From an optimization exercise on the open Yosys and OpenROAD flow, aimed at small area, a short achievable clock period and few clock cycles per item; shortcuts taken in it are not production practice.
In this exercise RTL edits were held to simulation tests only and were not proved equivalent to the original.
No activity file was given, so power comes from the tool's default toggle rates.

==> design/flow/design.v <==
module systolic_array_nxn #(
    parameter int unsigned N      = 4,
    parameter int unsigned DATA_W = 8,
    parameter int unsigned K_MAX  = 16,
    parameter int unsigned ACC_W  = 20,
    localparam int unsigned KW    = $clog2(K_MAX + 1)
) (
    input  logic                   clk,
    input  logic                   rst,
    input  logic                   enable,
    input  logic                   start,
    input  logic [KW-1:0]          k_len,
    input  logic                   in_valid,
    input  logic [N*DATA_W-1:0]    a_col,
    input  logic [N*DATA_W-1:0]    b_row,
    input  logic                   out_ready,
    output logic                   busy,
    output logic                   in_ready,
    output logic                   out_valid,
    output logic [N*N*ACC_W-1:0]   c_flat,
    output logic                   ovf
);
    localparam logic [1:0] StIdle  = 2'd0;
    localparam logic [1:0] StFeed  = 2'd1;
    localparam logic [1:0] StFlush = 2'd2;
    localparam logic [1:0] StDone  = 2'd3;
    logic [1:0]        state_q, state_d;
    logic [KW-1:0]     rem_q, rem_d;
    logic              busy_q, rdy_q, out_valid_q, idle_q;
    logic [N*DATA_W-1:0] a_r, b_r;
    logic [ACC_W-1:0]    acc_q [N][N];
    logic accept;
    assign in_ready = rdy_q & enable;
    assign accept   = in_valid & in_ready;
    always_ff @(posedge clk or posedge rst) begin
        if (rst) a_r <= '0;
        else     a_r <= accept ? a_col : '0;
    end
    always_ff @(posedge clk) b_r <= b_row;
    for (genvar i = 0; i < N; i++) begin : g_row
        for (genvar j = 0; j < N; j++) begin : g_col
            logic [ACC_W-1:0] acc_in, acc_nx;
            assign acc_in = idle_q ? ACC_W'(0) : acc_q[i][j];
            mac_tree u_mac (
                .a (a_r[i*DATA_W +: DATA_W]),
                .b (b_r[j*DATA_W +: DATA_W]),
                .c (acc_in),
                .s (acc_nx)
            );
            always_ff @(posedge clk) acc_q[i][j] <= acc_nx;
        end
    end
    always_comb begin
        state_d = state_q;
        rem_d   = rem_q;
        case (state_q)
            StIdle: begin
                if (start) begin
                    rem_d   = k_len;
                    state_d = (k_len == '0) ? StDone : StFeed;
                end
            end
            StFeed: begin
                if (accept) begin
                    rem_d = rem_q - KW'(1);
                    if (rem_q == KW'(1)) state_d = StFlush;
                end
            end
            StFlush: state_d = StDone;
            StDone: begin
                if (out_ready) state_d = StIdle;
            end
            default: state_d = StIdle;
        endcase
    end
    always_ff @(posedge clk or posedge rst) begin
        if (rst) begin
            state_q     <= StIdle;
            rem_q       <= '0;
            busy_q      <= 1'b0;
            rdy_q       <= 1'b0;
            out_valid_q <= 1'b0;
            idle_q      <= 1'b1;
        end else if (enable) begin
            state_q     <= state_d;
            rem_q       <= rem_d;
            busy_q      <= (state_d != StIdle);
            rdy_q       <= (state_d == StFeed);
            out_valid_q <= (state_d == StDone);
            idle_q      <= (state_d == StIdle);
        end
    end
    always_comb begin
        for (int i = 0; i < N; i++) begin
            for (int j = 0; j < N; j++) begin
                c_flat[(i*N+j)*ACC_W +: ACC_W] = acc_q[i][j];
            end
        end
    end
    assign busy      = busy_q;
    assign out_valid = out_valid_q;
    assign ovf       = 1'b0;
endmodule
module mac_tree (
    input  logic [7:0] a,
    input  logic [7:0] b,
    input  logic [19:0] c,
    output logic [19:0] s
);
    logic n1, n2, n3, n4, n5, n6, n7, n8, n9, n10, n11, n12, n13, n14, n15, n16, n17, n18, n19, n20, n21, n22, n23, n24, n25, n26, n27, n28, n29, n30, n31, n32, n33, n34, n35, n36, n37, n38, n39, n40, n41, n42, n43, n44, n45, n46, n47, n48, n49, n50, n51, n52, n53, n54, n55, n56, n57, n58, n59, n60, n61, n62, n63, n64, n65, n66, n67, n68, n69, n70, n71, n72, n73, n74, n75, n76, n77, n78, n79, n80, n81, n82, n83, n84, n85, n86, n87, n88, n89, n90, n91, n92, n93, n94, n95, n96, n97, n98, n99, n100, n101, n102, n103, n104, n105, n106, n107, n108, n109, n110, n111, n112, n113, n114, n115, n116, n117, n118, n119, n120, n121, n122, n123, n124, n125, n126, n127, n128, n129, n130, n131, n132, n133, n134, n135, n136, n137, n138, n139, n140, n141, n142, n143, n144, n145, n146, n147, n148, n149, n150, n151, n152, n153, n154, n155, n156, n157, n158, n159, n160, n161, n162, n163, n164, n165, n166, n167, n168, n169, n170, n171, n172, n173, n174, n175, n176, n177, n178, n179, n180, n181, n182, n183, n184, n185, n186, n187, n188, n189, n190, n191, n192, n193, n194, n195, n196, n197, n198, n199, n200, n201, n202, n203, n204, n205, n206, n207, n208, n209, n210, n211, n212, n213, n214, n215, n216, n217, n218, n219, n220, n221, n222, n223, n224, n225, n226, n227, n228, n229, n230, n231, n232, n233, n234, n235, n236, n237, n238, n239, n240, n241, n242, n243, n244, n245, n246, n247, n248, n249, n250, n251, n252, n253, n254, n255, n256, n257, n258, n259, n260, n261, n262, n263, n264, n265, n266, n267, n268, n269, n270, n271, n272, n273, n274, n275, n276, n277, n278, n279, n280, n281, n282, n283, n284, n285, n286, n287, n288, n289, n290, n291, n292, n293, n294, n295, n296;
    assign n1 = a[0] & b[0];
    assign n2 = a[0] & b[1];
    assign n3 = a[0] & b[2];
    assign n4 = a[0] & b[3];
    assign n5 = a[0] & b[4];
    assign n6 = a[0] & b[5];
    assign n7 = a[0] & b[6];
    assign n8 = a[0] & b[7];
    assign n9 = a[1] & b[0];
    assign n10 = a[1] & b[1];
    assign n11 = a[1] & b[2];
    assign n12 = a[1] & b[3];
    assign n13 = a[1] & b[4];
    assign n14 = a[1] & b[5];
    assign n15 = a[1] & b[6];
    assign n16 = a[1] & b[7];
    assign n17 = a[2] & b[0];
    assign n18 = a[2] & b[1];
    assign n19 = a[2] & b[2];
    assign n20 = a[2] & b[3];
    assign n21 = a[2] & b[4];
    assign n22 = a[2] & b[5];
    assign n23 = a[2] & b[6];
    assign n24 = a[2] & b[7];
    assign n25 = a[3] & b[0];
    assign n26 = a[3] & b[1];
    assign n27 = a[3] & b[2];
    assign n28 = a[3] & b[3];
    assign n29 = a[3] & b[4];
    assign n30 = a[3] & b[5];
    assign n31 = a[3] & b[6];
    assign n32 = a[3] & b[7];
    assign n33 = a[4] & b[0];
    assign n34 = a[4] & b[1];
    assign n35 = a[4] & b[2];
    assign n36 = a[4] & b[3];
    assign n37 = a[4] & b[4];
    assign n38 = a[4] & b[5];
    assign n39 = a[4] & b[6];
    assign n40 = a[4] & b[7];
    assign n41 = a[5] & b[0];
    assign n42 = a[5] & b[1];
    assign n43 = a[5] & b[2];
    assign n44 = a[5] & b[3];
    assign n45 = a[5] & b[4];
    assign n46 = a[5] & b[5];
    assign n47 = a[5] & b[6];
    assign n48 = a[5] & b[7];
    assign n49 = a[6] & b[0];
    assign n50 = a[6] & b[1];
    assign n51 = a[6] & b[2];
    assign n52 = a[6] & b[3];
    assign n53 = a[6] & b[4];
    assign n54 = a[6] & b[5];
    assign n55 = a[6] & b[6];
    assign n56 = a[6] & b[7];
    assign n57 = a[7] & b[0];
    assign n58 = a[7] & b[1];
    assign n59 = a[7] & b[2];
    assign n60 = a[7] & b[3];
    assign n61 = a[7] & b[4];
    assign n62 = a[7] & b[5];
    assign n63 = a[7] & b[6];
    assign n64 = a[7] & b[7];
    assign n65 = c[5] ^ n13;
    assign n66 = c[5] & n13;
    fa u_fa0 (.x(c[6]), .y(n14), .z(n21), .s(n67), .co(n68));
    assign n69 = n28 ^ n35;
    assign n70 = n28 & n35;
    fa u_fa1 (.x(c[7]), .y(n15), .z(n22), .s(n71), .co(n72));
    fa u_fa2 (.x(n29), .y(n36), .z(n43), .s(n73), .co(n74));
    assign n75 = n50 ^ n57;
    assign n76 = n50 & n57;
    fa u_fa3 (.x(c[8]), .y(n16), .z(n23), .s(n77), .co(n78));
    fa u_fa4 (.x(n30), .y(n37), .z(n44), .s(n79), .co(n80));
    assign n81 = n51 ^ n58;
    assign n82 = n51 & n58;
    fa u_fa5 (.x(c[9]), .y(n24), .z(n31), .s(n83), .co(n84));
    fa u_fa6 (.x(n38), .y(n45), .z(n52), .s(n85), .co(n86));
    fa u_fa7 (.x(c[10]), .y(n32), .z(n39), .s(n87), .co(n88));
    assign n89 = c[3] ^ n11;
    assign n90 = c[3] & n11;
    fa u_fa8 (.x(c[4]), .y(n12), .z(n19), .s(n91), .co(n92));
    assign n93 = n26 ^ n33;
    assign n94 = n26 & n33;
    fa u_fa9 (.x(n20), .y(n27), .z(n34), .s(n95), .co(n96));
    fa u_fa10 (.x(n41), .y(n6), .z(n65), .s(n97), .co(n98));
    fa u_fa11 (.x(n42), .y(n49), .z(n7), .s(n99), .co(n100));
    fa u_fa12 (.x(n66), .y(n69), .z(n67), .s(n101), .co(n102));
    fa u_fa13 (.x(n8), .y(n70), .z(n75), .s(n103), .co(n104));
    fa u_fa14 (.x(n68), .y(n71), .z(n73), .s(n105), .co(n106));
    fa u_fa15 (.x(n76), .y(n81), .z(n72), .s(n107), .co(n108));
    fa u_fa16 (.x(n74), .y(n77), .z(n79), .s(n109), .co(n110));
    fa u_fa17 (.x(n59), .y(n82), .z(n78), .s(n111), .co(n112));
    fa u_fa18 (.x(n80), .y(n83), .z(n85), .s(n113), .co(n114));
    fa u_fa19 (.x(n46), .y(n53), .z(n60), .s(n115), .co(n116));
    fa u_fa20 (.x(n84), .y(n86), .z(n87), .s(n117), .co(n118));
    fa u_fa21 (.x(c[11]), .y(n40), .z(n47), .s(n119), .co(n120));
    fa u_fa22 (.x(n54), .y(n61), .z(n88), .s(n121), .co(n122));
    fa u_fa23 (.x(c[12]), .y(n48), .z(n55), .s(n123), .co(n124));
    assign n125 = c[2] ^ n10;
    assign n126 = c[2] & n10;
    fa u_fa24 (.x(n18), .y(n25), .z(n4), .s(n127), .co(n128));
    fa u_fa25 (.x(n5), .y(n90), .z(n93), .s(n129), .co(n130));
    fa u_fa26 (.x(n94), .y(n92), .z(n95), .s(n131), .co(n132));
    fa u_fa27 (.x(n96), .y(n99), .z(n98), .s(n133), .co(n134));
    fa u_fa28 (.x(n100), .y(n103), .z(n102), .s(n135), .co(n136));
    fa u_fa29 (.x(n104), .y(n106), .z(n107), .s(n137), .co(n138));
    fa u_fa30 (.x(n108), .y(n110), .z(n111), .s(n139), .co(n140));
    fa u_fa31 (.x(n115), .y(n112), .z(n114), .s(n141), .co(n142));
    fa u_fa32 (.x(n116), .y(n119), .z(n118), .s(n143), .co(n144));
    fa u_fa33 (.x(n62), .y(n120), .z(n123), .s(n145), .co(n146));
    fa u_fa34 (.x(c[13]), .y(n56), .z(n63), .s(n147), .co(n148));
    assign n149 = c[1] ^ n2;
    assign n150 = c[1] & n2;
    fa u_fa35 (.x(n17), .y(n3), .z(n125), .s(n151), .co(n152));
    fa u_fa36 (.x(n126), .y(n89), .z(n127), .s(n153), .co(n154));
    fa u_fa37 (.x(n128), .y(n91), .z(n129), .s(n155), .co(n156));
    fa u_fa38 (.x(n130), .y(n97), .z(n131), .s(n157), .co(n158));
    fa u_fa39 (.x(n132), .y(n101), .z(n133), .s(n159), .co(n160));
    fa u_fa40 (.x(n105), .y(n134), .z(n135), .s(n161), .co(n162));
    fa u_fa41 (.x(n109), .y(n136), .z(n137), .s(n163), .co(n164));
    fa u_fa42 (.x(n113), .y(n138), .z(n139), .s(n165), .co(n166));
    fa u_fa43 (.x(n117), .y(n140), .z(n141), .s(n167), .co(n168));
    fa u_fa44 (.x(n121), .y(n142), .z(n143), .s(n169), .co(n170));
    fa u_fa45 (.x(n122), .y(n145), .z(n144), .s(n171), .co(n172));
    fa u_fa46 (.x(n124), .y(n147), .z(n146), .s(n173), .co(n174));
    fa u_fa47 (.x(c[14]), .y(n64), .z(n148), .s(n175), .co(n176));
    assign n177 = c[0] & n1;
    assign n178 = c[0] ^ n1;
    assign n179 = n9 & n149;
    assign n180 = n9 ^ n149;
    assign n181 = n150 & n151;
    assign n182 = n150 ^ n151;
    assign n183 = n152 & n153;
    assign n184 = n152 ^ n153;
    assign n185 = n154 & n155;
    assign n186 = n154 ^ n155;
    assign n187 = n156 & n157;
    assign n188 = n156 ^ n157;
    assign n189 = n158 & n159;
    assign n190 = n158 ^ n159;
    assign n191 = n160 & n161;
    assign n192 = n160 ^ n161;
    assign n193 = n162 & n163;
    assign n194 = n162 ^ n163;
    assign n195 = n164 & n165;
    assign n196 = n164 ^ n165;
    assign n197 = n166 & n167;
    assign n198 = n166 ^ n167;
    assign n199 = n168 & n169;
    assign n200 = n168 ^ n169;
    assign n201 = n171 & n170;
    assign n202 = n171 ^ n170;
    assign n203 = n173 & n172;
    assign n204 = n173 ^ n172;
    assign n205 = n175 & n174;
    assign n206 = n175 ^ n174;
    assign n207 = c[15] & n176;
    assign n208 = c[15] ^ n176;
    assign n209 = c[16] & 1'b0;
    assign n210 = c[16] ^ 1'b0;
    assign n211 = c[17] & 1'b0;
    assign n212 = c[17] ^ 1'b0;
    assign n213 = c[18] & 1'b0;
    assign n214 = c[18] ^ 1'b0;
    assign n215 = c[19] & 1'b0;
    assign n216 = c[19] ^ 1'b0;
    assign n217 = n179 | (n180 & n177);
    assign n218 = n180 & n178;
    assign n219 = n183 | (n184 & n181);
    assign n220 = n184 & n182;
    assign n221 = n187 | (n188 & n185);
    assign n222 = n188 & n186;
    assign n223 = n191 | (n192 & n189);
    assign n224 = n192 & n190;
    assign n225 = n195 | (n196 & n193);
    assign n226 = n196 & n194;
    assign n227 = n199 | (n200 & n197);
    assign n228 = n200 & n198;
    assign n229 = n203 | (n204 & n201);
    assign n230 = n204 & n202;
    assign n231 = n207 | (n208 & n205);
    assign n232 = n208 & n206;
    assign n233 = n211 | (n212 & n209);
    assign n234 = n212 & n210;
    assign n235 = n215 | (n216 & n213);
    assign n236 = n216 & n214;
    assign n237 = n181 | (n182 & n217);
    assign n238 = n182 & n218;
    assign n239 = n219 | (n220 & n217);
    assign n240 = n220 & n218;
    assign n241 = n189 | (n190 & n221);
    assign n242 = n190 & n222;
    assign n243 = n223 | (n224 & n221);
    assign n244 = n224 & n222;
    assign n245 = n197 | (n198 & n225);
    assign n246 = n198 & n226;
    assign n247 = n227 | (n228 & n225);
    assign n248 = n228 & n226;
    assign n249 = n205 | (n206 & n229);
    assign n250 = n206 & n230;
    assign n251 = n231 | (n232 & n229);
    assign n252 = n232 & n230;
    assign n253 = n213 | (n214 & n233);
    assign n254 = n214 & n234;
    assign n255 = n235 | (n236 & n233);
    assign n256 = n236 & n234;
    assign n257 = n185 | (n186 & n239);
    assign n258 = n186 & n240;
    assign n259 = n221 | (n222 & n239);
    assign n260 = n222 & n240;
    assign n261 = n241 | (n242 & n239);
    assign n262 = n242 & n240;
    assign n263 = n243 | (n244 & n239);
    assign n264 = n244 & n240;
    assign n265 = n201 | (n202 & n247);
    assign n266 = n202 & n248;
    assign n267 = n229 | (n230 & n247);
    assign n268 = n230 & n248;
    assign n269 = n249 | (n250 & n247);
    assign n270 = n250 & n248;
    assign n271 = n251 | (n252 & n247);
    assign n272 = n252 & n248;
    assign n273 = n193 | (n194 & n263);
    assign n274 = n194 & n264;
    assign n275 = n225 | (n226 & n263);
    assign n276 = n226 & n264;
    assign n277 = n245 | (n246 & n263);
    assign n278 = n246 & n264;
    assign n279 = n247 | (n248 & n263);
    assign n280 = n248 & n264;
    assign n281 = n265 | (n266 & n263);
    assign n282 = n266 & n264;
    assign n283 = n267 | (n268 & n263);
    assign n284 = n268 & n264;
    assign n285 = n269 | (n270 & n263);
    assign n286 = n270 & n264;
    assign n287 = n271 | (n272 & n263);
    assign n288 = n272 & n264;
    assign n289 = n209 | (n210 & n287);
    assign n290 = n210 & n288;
    assign n291 = n233 | (n234 & n287);
    assign n292 = n234 & n288;
    assign n293 = n253 | (n254 & n287);
    assign n294 = n254 & n288;
    assign n295 = n255 | (n256 & n287);
    assign n296 = n256 & n288;
    assign s[0] = n178;
    assign s[1] = n180 ^ n177;
    assign s[2] = n182 ^ n217;
    assign s[3] = n184 ^ n237;
    assign s[4] = n186 ^ n239;
    assign s[5] = n188 ^ n257;
    assign s[6] = n190 ^ n259;
    assign s[7] = n192 ^ n261;
    assign s[8] = n194 ^ n263;
    assign s[9] = n196 ^ n273;
    assign s[10] = n198 ^ n275;
    assign s[11] = n200 ^ n277;
    assign s[12] = n202 ^ n279;
    assign s[13] = n204 ^ n281;
    assign s[14] = n206 ^ n283;
    assign s[15] = n208 ^ n285;
    assign s[16] = n210 ^ n287;
    assign s[17] = n212 ^ n289;
    assign s[18] = n214 ^ n291;
    assign s[19] = n216 ^ n293;
endmodule
module fa (
    input  logic x,
    input  logic y,
    input  logic z,
    output logic s,
    output logic co
);
    assign s  = x ^ y ^ z;
    assign co = (x & y) | (x & z) | (y & z);
endmodule
==> design/flow/run.sh <==
#!/bin/bash
# synth_recipe.tcl (not shown) runs the flow's synth.tcl, then flattens the netlist and writes it again
# the make line also repeats each setting of config.mk as NAME=value (left out here)
make -C /OpenROAD-flow-scripts/flow DESIGN_CONFIG=/design/flow/config.mk WORK_HOME=/design/flow/orfs CLKGATE_MAP_FILE= SYNTH_SCRIPT=/design/flow/synth_recipe.tcl finish
==> design/flow/config.mk <==
export PLATFORM = sky130hd
export DESIGN_NAME = systolic_array_nxn
export DESIGN_NICKNAME = systolic_array_nxn
export VERILOG_FILES = /design/flow/design.v
export SDC_FILE = /design/flow/constraint.sdc
export NUM_CORES = 4
export LEC_CHECK = 0
export CAP_MARGIN = 20
export CORE_MARGIN = 2
export CORE_UTILIZATION = 40
export SETUP_SLACK_MARGIN = 1.5
export SLEW_MARGIN = 20
export SYNTH_HIERARCHICAL = 1
export SYNTH_MINIMUM_KEEP_SIZE = 0
==> design/flow/constraint.sdc <==
create_clock -name core_clock -period 6.0 [get_ports {clk}]
set_input_delay 1.2000 -clock core_clock [delete_from_list [all_inputs] [get_ports {clk}]]
set_output_delay 1.2000 -clock core_clock [all_outputs]
set_load 0.01 [all_outputs]
==> metrics list, run 1 <==
- TritonCTS built the clock tree.
- Routability-driven placement finished with a final weighted congestion of 0.843.
* Most instantiated flip-flop cell in the synthesis netlist: sky130_fd_sc_hd__dfxtp_1
* Highest attainable clock frequency: 0.216 GHz
* Count of buffers from port buffering: 397
* Crit path largest cell delay: 0.67 ns
- The netlist uses 48 different library cells.
- Largest cells by area after synthesis: sky130_fd_sc_hd__fa_1, sky130_fd_sc_hd__dfxtp_1, sky130_fd_sc_hd__and2_1
- Crit Path Max Fanout: 6
* Core area: 113000 µm²
* Synthesized net count: 5441
* Number of sinks on the clock net: 395
* Skew-Pair Late Insertion Delay: 0.67 ns
* Drt wl/cell: 22.2 µm
- After clock tree synthesis, the clock-pin slew on the worst setup and hold paths is 0.06 ns.
* Setup repair after global routing missed its margin: yes
- Required time at the worst-slack endpoint: 6.52 ns
- The first TritonRoute pass finished after 5 iterations.
- Class of the tightest hold or removal check: flop to flop
- The worst register-to-register path begins at idle_q$_DFFE_PP1P_.
- After layout, the minimum clock period comes to 4.64 ns.
- Number of nets still failing antenna checks after routing: 0
- Entering global routing, the biggest net connects 44 pins.
- Setup violations remaining at the end of the flow were counted as 0.
- The largest total area in the synthesized netlist belongs to sky130_fd_sc_hd__fa_1.
- Setup crit end: acc_q[4][17]$_DFF_P_
- The floorplan step set the die height to 341 µm.
- Ordered list of cells on the worst path: buf_12, buf_12, buf_16, nor2b_4, fa_2, fa_1, fa_1, fa_1, ha_4, a21oi_2, o21ai_2, o21ba_4, o311ai_4, nand2_1, ha_1, xor2_1
- Critical path type: flop to flop
- The worst register-to-register path ends at acc_q[4][17]$_DFF_P_.
- CTS Root Buffer Type: sky130_fd_sc_hd__clkbuf_16
- Average via count per standard cell: 5.12
- Synthesis produced a netlist whose cell count is 4148.
* Leak: 28.2 nW
- Post-synthesis register bit count: 395
- The final number of hold-violating endpoints is 0.
* Detailed Place HPWL: 100000 µm
- Pwr dens: 250 nW/µm²
- Cts bufs inserted: 55
- In this run the number of H-tree levels came out at 2.
- Overall Global Routing Usage: 24.4%
* First-pass GRT wire length: 216000 µm
* Peak supply drop: 215 µV
- In this run the cell area of the synthesized design comes to 45500 µm².
- From left edge to right edge, the die measures 341 µm.
- From synthesis to final layout, the design area changed by 30.2%.
* Fraction of post-synthesis cell area in the top cell type by area: 36.6%
* Die ar.: 117000 µm²
* Total Power: 14.8 mW
- The largest individual stage delay along the critical path comes from the cell sky130_fd_sc_hd__dfstp_4.
- Portion of the post-synthesis area used by sequential elements: 17.8%
* Post-layout nets: 6109
* Final Cycle Share: 77.3%
- The run finished with no timing, DRC or antenna violations.
- During I/O placement, the number of pins put on the boundary was 399.
- Critical path capture point type: flop
- For the pin with the worst max-slew slack, the measured transition is 0.757 ns.
- Via total after detailed routing: 32607
* GRT Residual Overflow: 0
- Measured against its own limit, the worst slew margin works out to 49.5%.
- Yosys warnings: 8
- Antenna violations before repair: 12
- A synthesized cell averages 11.0 µm².
- In this run the deepest clock path goes through 3 buffers.
- Number of design rule violations left after detail routing: 0
- TNS Setup: 0 ns
* Arrival @ worst endpoint: 5.16 ns
* Initial drt markers: 1510
- The number of cells on the worst reg-to-reg path is 16.
- The worst setup path is launched from a flop.
* Most common cell after layout, fill and taps aside: sky130_fd_sc_hd__and2_1
- Number of flops mapped to enable cells by yosys: 0
- In this run the core area contains 123 standard-cell rows.
- Worst R2R Setup Slack: 1.36 ns
- In the synthesized netlist the async set-or-reset flop fraction comes to 10.9%.
- Initial Utilization: 40.4%
- The clock arrives with 0.0261 ns of skew.
* Number of max-slew violations in the final report: 0
- Routed wire length: 142000 µm
- CP dominant cell by count: sky130_fd_sc_hd__fa_1
- Across the run, the number of max-cap violations was 0.
* Most frequent cells in the layout: sky130_fd_sc_hd__and2_1, sky130_fd_sc_hd__fa_1, sky130_fd_sc_hd__clkdlybuf4s50_1
- Tracing the worst setup path back leads to its startpoint at idle_q$_DFFE_PP1P_.
* Vias in the first global route: 36032
- Share of post-route cells with drive strength above 1: 20.5%
* Worst hold-check slack: 0.502 ns
==> metrics by stage <==
stage	std cells	utilization [%]	cell area, µm²	setup slack (ns)
2_1_floorplan	4148	-	45600	1.47
3_3_place_gp	6092	46.1	52000	0.995
3_5_place_dp	6092	46.1	52000	0.890
4_1_cts	6292	50.5	56900	1.34
5_1_grt	6362	52.6	59300	1.23
6_report	6370	52.6	59300	1.36
==> per-module statistics from Yosys, one instance, submodules excluded <==
module	flops+latches	times used	cell area [µm²]
systolic_array_nxn	395	1	10900
mac_tree	0	16	1210
fa	0	768	20.0
==> area by class of cell <==
type                            count  area [µm²]
Fill cell                        9936       53400
Inverter                          150         563
Clock buffer                       77        1630
Timing Repair Buffer              671        6850
Antenna cell                        8        20.0
Clock inverter                     26         369
Multi-Input combinational cell   3543       39700
Tap cell                         1500        1880
Sequential cell                   395        8260
==> metal layers <==
| layer | track usage, % | share of wire [%] |
|---|---|---|
| met3 | 5.71 | 6.4 |
| met4 | 7.89 | 3.2 |
| met1 | 31.7 | 42 |
| met5 | 0 | 0.0078 |
| met2 | 40.2 | 48 |
==> critical path: cells and delay by family (launching register included) <==
| kind | cells | cell delay (ns) |
|---|---|---|
| compound gates | 4 | 0.72 |
| fa+ha+maj | 6 | 2.34 |
| buf+inv | 3 | 0.41 |
| flops | 1 | 0.67 |
| xor+xnor | 1 | 0.16 |
| simple gates | 2 | 0.16 |
==> power breakdown <==
group	total [mW]	switching (mW)	internal [mW]
clock network	3.69	1.42	2.27
logic	7.18	3.41	3.77
registers	3.97	0.687	3.29
==> how the worst min path moves through the flow <==
stage                                        from                 endpoint  cells after the start
after global routing      out_valid_q$_DFFE_PP0P_  out_valid_q$_DFFE_PP0P_                      2
after CTS                 out_valid_q$_DFFE_PP0P_  out_valid_q$_DFFE_PP0P_                      2
final                     out_valid_q$_DFFE_PP0P_  out_valid_q$_DFFE_PP0P_                      2
after floorplan              rem_q[1]$_DFFE_PP0P_     rem_q[1]$_DFFE_PP0P_                      2
after global placement    out_valid_q$_DFFE_PP0P_  out_valid_q$_DFFE_PP0P_                      2
after detailed placement  out_valid_q$_DFFE_PP0P_  out_valid_q$_DFFE_PP0P_                      2
==> cell usage after synthesis, drive strengths merged (2+ instances only) <==
library cell,instances
dfrtp,42
ha,386
o21ba,16
nand2b,18
xnor2,80
and2b,16
o31ai,16
nand4,17
o311ai,16
nor2b,353
o41a,16
o21ai,56
nor2,122
and2,1041
xor2,112
nand2,86
clkbuf,39
o2111ai,16
nor4,2
dfxtp,352
fa,832
a21oi,164
nand3,17
a21boi,17
inv,150
buf,21
a22oi,2
and3,33
o21a,16
a21o,64
nor3,19
==> repair_timing <==
action / in CTS / in global routing
endpoints found under the setup margin: 158 / 147
hold buffers: 0 / 0
pin swaps: 202 / 285
gates cloned: 13 / 0
gates resized for setup: 380 / 376
hold endpoints to repair: 0 / 0
setup buffers: 84 / 70
==> kinds of logic (layout without fill, tap and decap cells) <==
family | after synthesis | after routing | share of synthesized area, %
xor+xnor | 192 | 192 | 3.69
simple gates | 1726 | 1726 | 22.5
flops | 395 | 395 | 17.8
other cells | 1 | 9 | 0.00824
buf+inv | 210 | 924 | 1.91
fa+ha+maj | 1218 | 1218 | 47.2
compound gates | 406 | 406 | 6.84
==> flip-flops by register name, summed over array words and instances, names as in the netlist <==
signal,flops
a_r,32
acc_q,320
b_r,32
busy_q,1
idle_q,1
out_valid_q,1
rdy_q,1
rem_q,5
state_q,2
Testbench counts, summed over its fixed seeds: cycles 44,891, jobs 3,200.
==> run 2: changes to the inputs <==
--- a/design/flow/config.mk
+++ b/design/flow/config.mk
@@ -10,3 +10,2 @@
 export CORE_UTILIZATION = 40
-export SETUP_SLACK_MARGIN = 1.5
 export SLEW_MARGIN = 20
==> metrics list, run 2 <==
* Status: timing/DRC/antenna clean
- Layout area overhead: 18.0%
- After layout, the minimum clock period comes to 5.11 ns.
- The worst setup path is launched from a flop.
- The final route contains 31223 vias.
* Most frequent cells in the layout: sky130_fd_sc_hd__and2_1, sky130_fd_sc_hd__fa_1, sky130_fd_sc_hd__clkdlybuf4s50_1
- Final weighted congestion in routability-driven placement: 0.819
- Initial drt markers: 1375
- Largest cells by area after synthesis: sky130_fd_sc_hd__fa_1, sky130_fd_sc_hd__dfxtp_1, sky130_fd_sc_hd__and2_1
* Post-layout nets: 5921
* Yosys warnings: 8
- CP dominant cell by count: sky130_fd_sc_hd__fa_1
- acc_q holds more flip-flops than any other register.
- Post-synthesis register bit count: 395
* Total number of cells along the worst setup path: 14
* Min-Delay Endpoint: busy_q$_DFFE_PP0P_
- Between clock sinks in the finished design, the worst skew comes to 0.0293 ns.
- Combinational cells account for 43.8% of the total power.
* I/O Pins: 399
* Overall Global Routing Usage: 23.3%
- The floorplan step defined a core boundary enclosing 113000 µm².
* Routed wire length: 132000 µm
* Skew-Pair Late Insertion Delay: 0.68 ns
* Leak: 27.6 nW
- Once the floorplan was initialized, standard cells occupied 40.4% of the core.
- Measured against its own limit, the worst slew margin works out to 27.5%.
- Crit-path slowest cell: sky130_fd_sc_hd__dfstp_4
- In the global route stage, met3 resource usage came out at 5.03%.
- The top cell type by area accounts for 36.6% of the synthesized area.
- Number of flops mapped to enable cells by yosys: 0
* Critical path capture point type: flop
* Top cell type by total area after synthesis: sky130_fd_sc_hd__fa_1
- The clock tree synthesis step divided the H-tree into 2 levels.
* Met1 GRT Util: 30.3%
* Crit path largest cell delay: 0.87 ns
- IR analysis of the VDD net gives a maximum drop of 202 µV.
* Ordered list of cells on the worst path: buf_12, nor2b_1, fa_1, fa_1, fa_1, fa_1, ha_1, a21oi_1, o21ai_1, o21ba_1, o311ai_2, nand2_1, ha_1, xor2_1
* Met2 Track Usage GR: 38.3%
- Portion of total power attributed to sequential cells: 29.8%
- Largest registers ranked by flip-flop count: acc_q: 320 flops, a_r: 32 flops, b_r: 32 flops
- Number of max-cap violations: 0
- Using the TritonRoute via totals, the vias-per-cell ratio works out to 5.05.
- The floorplan step set the die width to 341 µm.
- Most instantiated flip-flop cell in the synthesis netlist: sky130_fd_sc_hd__dfxtp_1
* TNS Setup: 0 ns
* Crit Path Max Fanout: 47
- The worst hold path begins at busy_q$_DFFE_PP0P_.
- Clk buf depth: 3
* Final Cycle Share: 85.2%
- The register with the most flip-flops in the layout has 320 of them.
- The critical path is of the flop to flop type.
* Required time at the worst-slack endpoint: 6.54 ns
- Broken down by cell family, the worst path's largest delay share belongs to adder cells.
* Internal power summed over all cells: 8.32 mW
- Post-placement worst setup slack: 0.703 ns
- Drt wl/cell: 21.3 µm
- CTS tree: yes
- The commonest cells after synthesis are sky130_fd_sc_hd__and2_1, sky130_fd_sc_hd__fa_1, sky130_fd_sc_hd__ha_1.
- Vias in the first global route: 34780
- The clock network accounts for 26.4% of the total power.
- Net switching is 37.7% of the power.
* Number of design rule violations left after detail routing: 0
- The min-delay analysis places its worst path in the category flop to flop.
* Number of endpoints with negative hold slack in the final report: 0
* Count of hold buffers inserted by post-cts repair: 0
* Cts bufs inserted: 54
* Setup repair after global routing missed its margin: no
* Pwr dens: 249 nW/µm²
* Netlist cell types: 48
- Number of sinks on the clock net: 395
- Total Power: 13.4 mW
- The total overflow left after global routing is 0.
- Row generation in the floorplan step produced 123 rows.
- In the post-route analysis, the smallest setup slack over all paths is 0.886 ns.
- Once the clock tree was built, the setup fixing pass inserted 0 buffers.
- Pin count of the biggest net entering global routing: 66
* Synthesized net count: 5441
- The worst register-to-register path begins at idle_q$_DFFE_PP1P_.
* CTS Root Buffer Type: sky130_fd_sc_hd__clkbuf_16
- Worst R2R Setup Slack: 0.89 ns
* R2R depth: 14
- For this run, the detailed router's first-pass iteration total came to 6.
* Worst Path Buf+Inv: 1
- Summed over all nets, the half-perimeter wirelength after detailed placement is 97600 µm.
* Busiest layer in global routing: met2
* Portion of the post-synthesis area used by sequential elements: 17.8%
- STA puts the critical path data arrival time at 5.65 ns.
* Most common cell after layout, fill and taps aside: sky130_fd_sc_hd__and2_1
* Crit Reg-Reg Endpoint: acc_q[5][17]$_DFF_P_
- By instance count, the leading cell after synthesis is sky130_fd_sc_hd__and2_1.
* Number of nets still failing antenna checks after routing: 0
- The worst hold path passes through 2 cells.
- Number of gates given a new drive strength after cts: 0
- Count of buffers from port buffering: 397
- Number of max-slew violations in the final report: 0
- Share of post-route cells with drive strength above 1: 6.68%
- Die ar.: 117000 µm²
- Transition at the pin with the smallest max-transition slack: 1.09 ns
* Cell area after synthesis: 45500 µm²
- Mean Syn Cell Area: 11.0 µm²
- P_sw: 5.05 mW
- First-pass GRT wire length: 207000 µm
- In this run the vertical extent of the chip is 341 µm.
* Post-synth ARST share: 10.9%
- Antenna violations before repair: 15
* Highest attainable clock frequency: 0.196 GHz
* Clock slew seen by the registers of the worst setup and hold paths: 0.06 ns
* Gate Count Post-Synth: 4148
* Setup violations, final: 0
[run 2: worst max-delay path by stage]
stage	start	end	slack (ns)
after floorplan	idle_q$_DFFE_PP1P_	acc_q[11][17]$_DFF_P_	1.19
after global placement	b_r[29]$_DFF_P_	acc_q[3][17]$_DFF_P_	0.73
after detailed placement	b_r[19]$_DFF_P_	acc_q[10][17]$_DFF_P_	0.70
after CTS	b_r[19]$_DFF_P_	acc_q[14][17]$_DFF_P_	0.68
after global routing	idle_q$_DFFE_PP1P_	acc_q[0][17]$_DFF_P_	0.57
final	idle_q$_DFFE_PP1P_	acc_q[5][17]$_DFF_P_	0.89
[run 2: cell type report]
class / instances / area, µm²
tap: 1500 / 1880
clock inverter: 25 / 335
timing repair buffer: 484 / 4690
antenna: 7 / 17.5
inverter: 150 / 563
multi-input combinational: 3543 / 36500
fill: 10495 / 58900
sequential: 395 / 8150
clock buffer: 75 / 1550
[run 2: metrics by stage]
stage	util [%]	cells	cell area, µm²	hold WS [ns]
2_1_floorplan	-	4148	45500	0.469
3_3_place_gp	46.0	6072	51800	0.480
3_5_place_dp	46.0	6072	51800	0.483
4_1_cts	47.7	6172	53700	0.506
5_1_grt	47.7	6173	53700	0.512
6_report	47.7	6179	53700	0.505
[run 2: cells by family after synthesis]
family | share of synthesized area [%]
XOR/XNOR | 3.69
flip-flops | 17.8
AO/OA/AOI/OAI | 6.84
adder cells (fa/ha/maj) | 47.2
other | 0.00824
buffers and inverters | 1.91
AND/OR/NAND/NOR | 22.5
[run 2: layer usage]
layer	wire [µm]	vias to the layer above
met5	11	-
met4	4570	2
li1	-	14394
met1	56700	15961
met3	8210	169
met2	62100	697
[run 2: Yosys stat by module, one instance, submodules excluded]
module,flops+latches,copies in the design,cells,cell area [µm²]
systolic_array_nxn,395,1,852,10900
fa,0,768,1,20.0
mac_tree,0,16,158,1210
[run 2: worst reg2reg max path: stages, from the launching register on]
cell	delay [ns]
sky130_fd_sc_hd__dfstp_4	0.87
sky130_fd_sc_hd__buf_12	0.31
sky130_fd_sc_hd__nor2b_1	0.17
sky130_fd_sc_hd__fa_1	0.48
sky130_fd_sc_hd__fa_1	0.46
sky130_fd_sc_hd__fa_1	0.57
sky130_fd_sc_hd__fa_1	0.42
sky130_fd_sc_hd__ha_1	0.34
sky130_fd_sc_hd__a21oi_1	0.15
sky130_fd_sc_hd__o21ai_1	0.09
sky130_fd_sc_hd__o21ba_1	0.24
sky130_fd_sc_hd__o311ai_2	0.41
sky130_fd_sc_hd__nand2_1	0.11
sky130_fd_sc_hd__ha_1	0.20
sky130_fd_sc_hd__xor2_1	0.16
[run 2: power by group through the flow]
stage	Combinational, mW	Sequential (mW)	Clock [mW]
global placement	5.82	4.07	0
global route	6.57	4.06	3.73
floorplan	3.35	3.94	0
finish	5.85	3.99	3.53
detailed placement	5.89	4.05	0
CTS	5.95	4.01	3.65

-- what the ideal ports hide --
The flow's constraints put no driver on any port. The routed layouts listed below were extracted and timed again, unchanged, in two steps.
Step 1, drivers: a clkbuf_16 drives clk and a buf_2 each remaining input, both assumed.
Step 2 times the ports against the registers' clock, not the clock port: input delays grow and output delays shrink by t, the midpoint of the rising clock arrivals with the driver on.
a / b / c = ideal ports / drivers / drivers and shift; a / b = the first two.
run	shift t [ns]	setup WS [ns]	latest minus earliest clock arrival (ns)	slew at the worst register clock pin (ns)
run 1	0.724	1.360 / 1.360 / 1.360	0.028 / 0.027	0.07 / 0.07
run 2	0.736	0.886 / 0.886 / 0.886	0.032 / 0.032	0.06 / 0.06
After both steps every run listed still meets setup and hold.
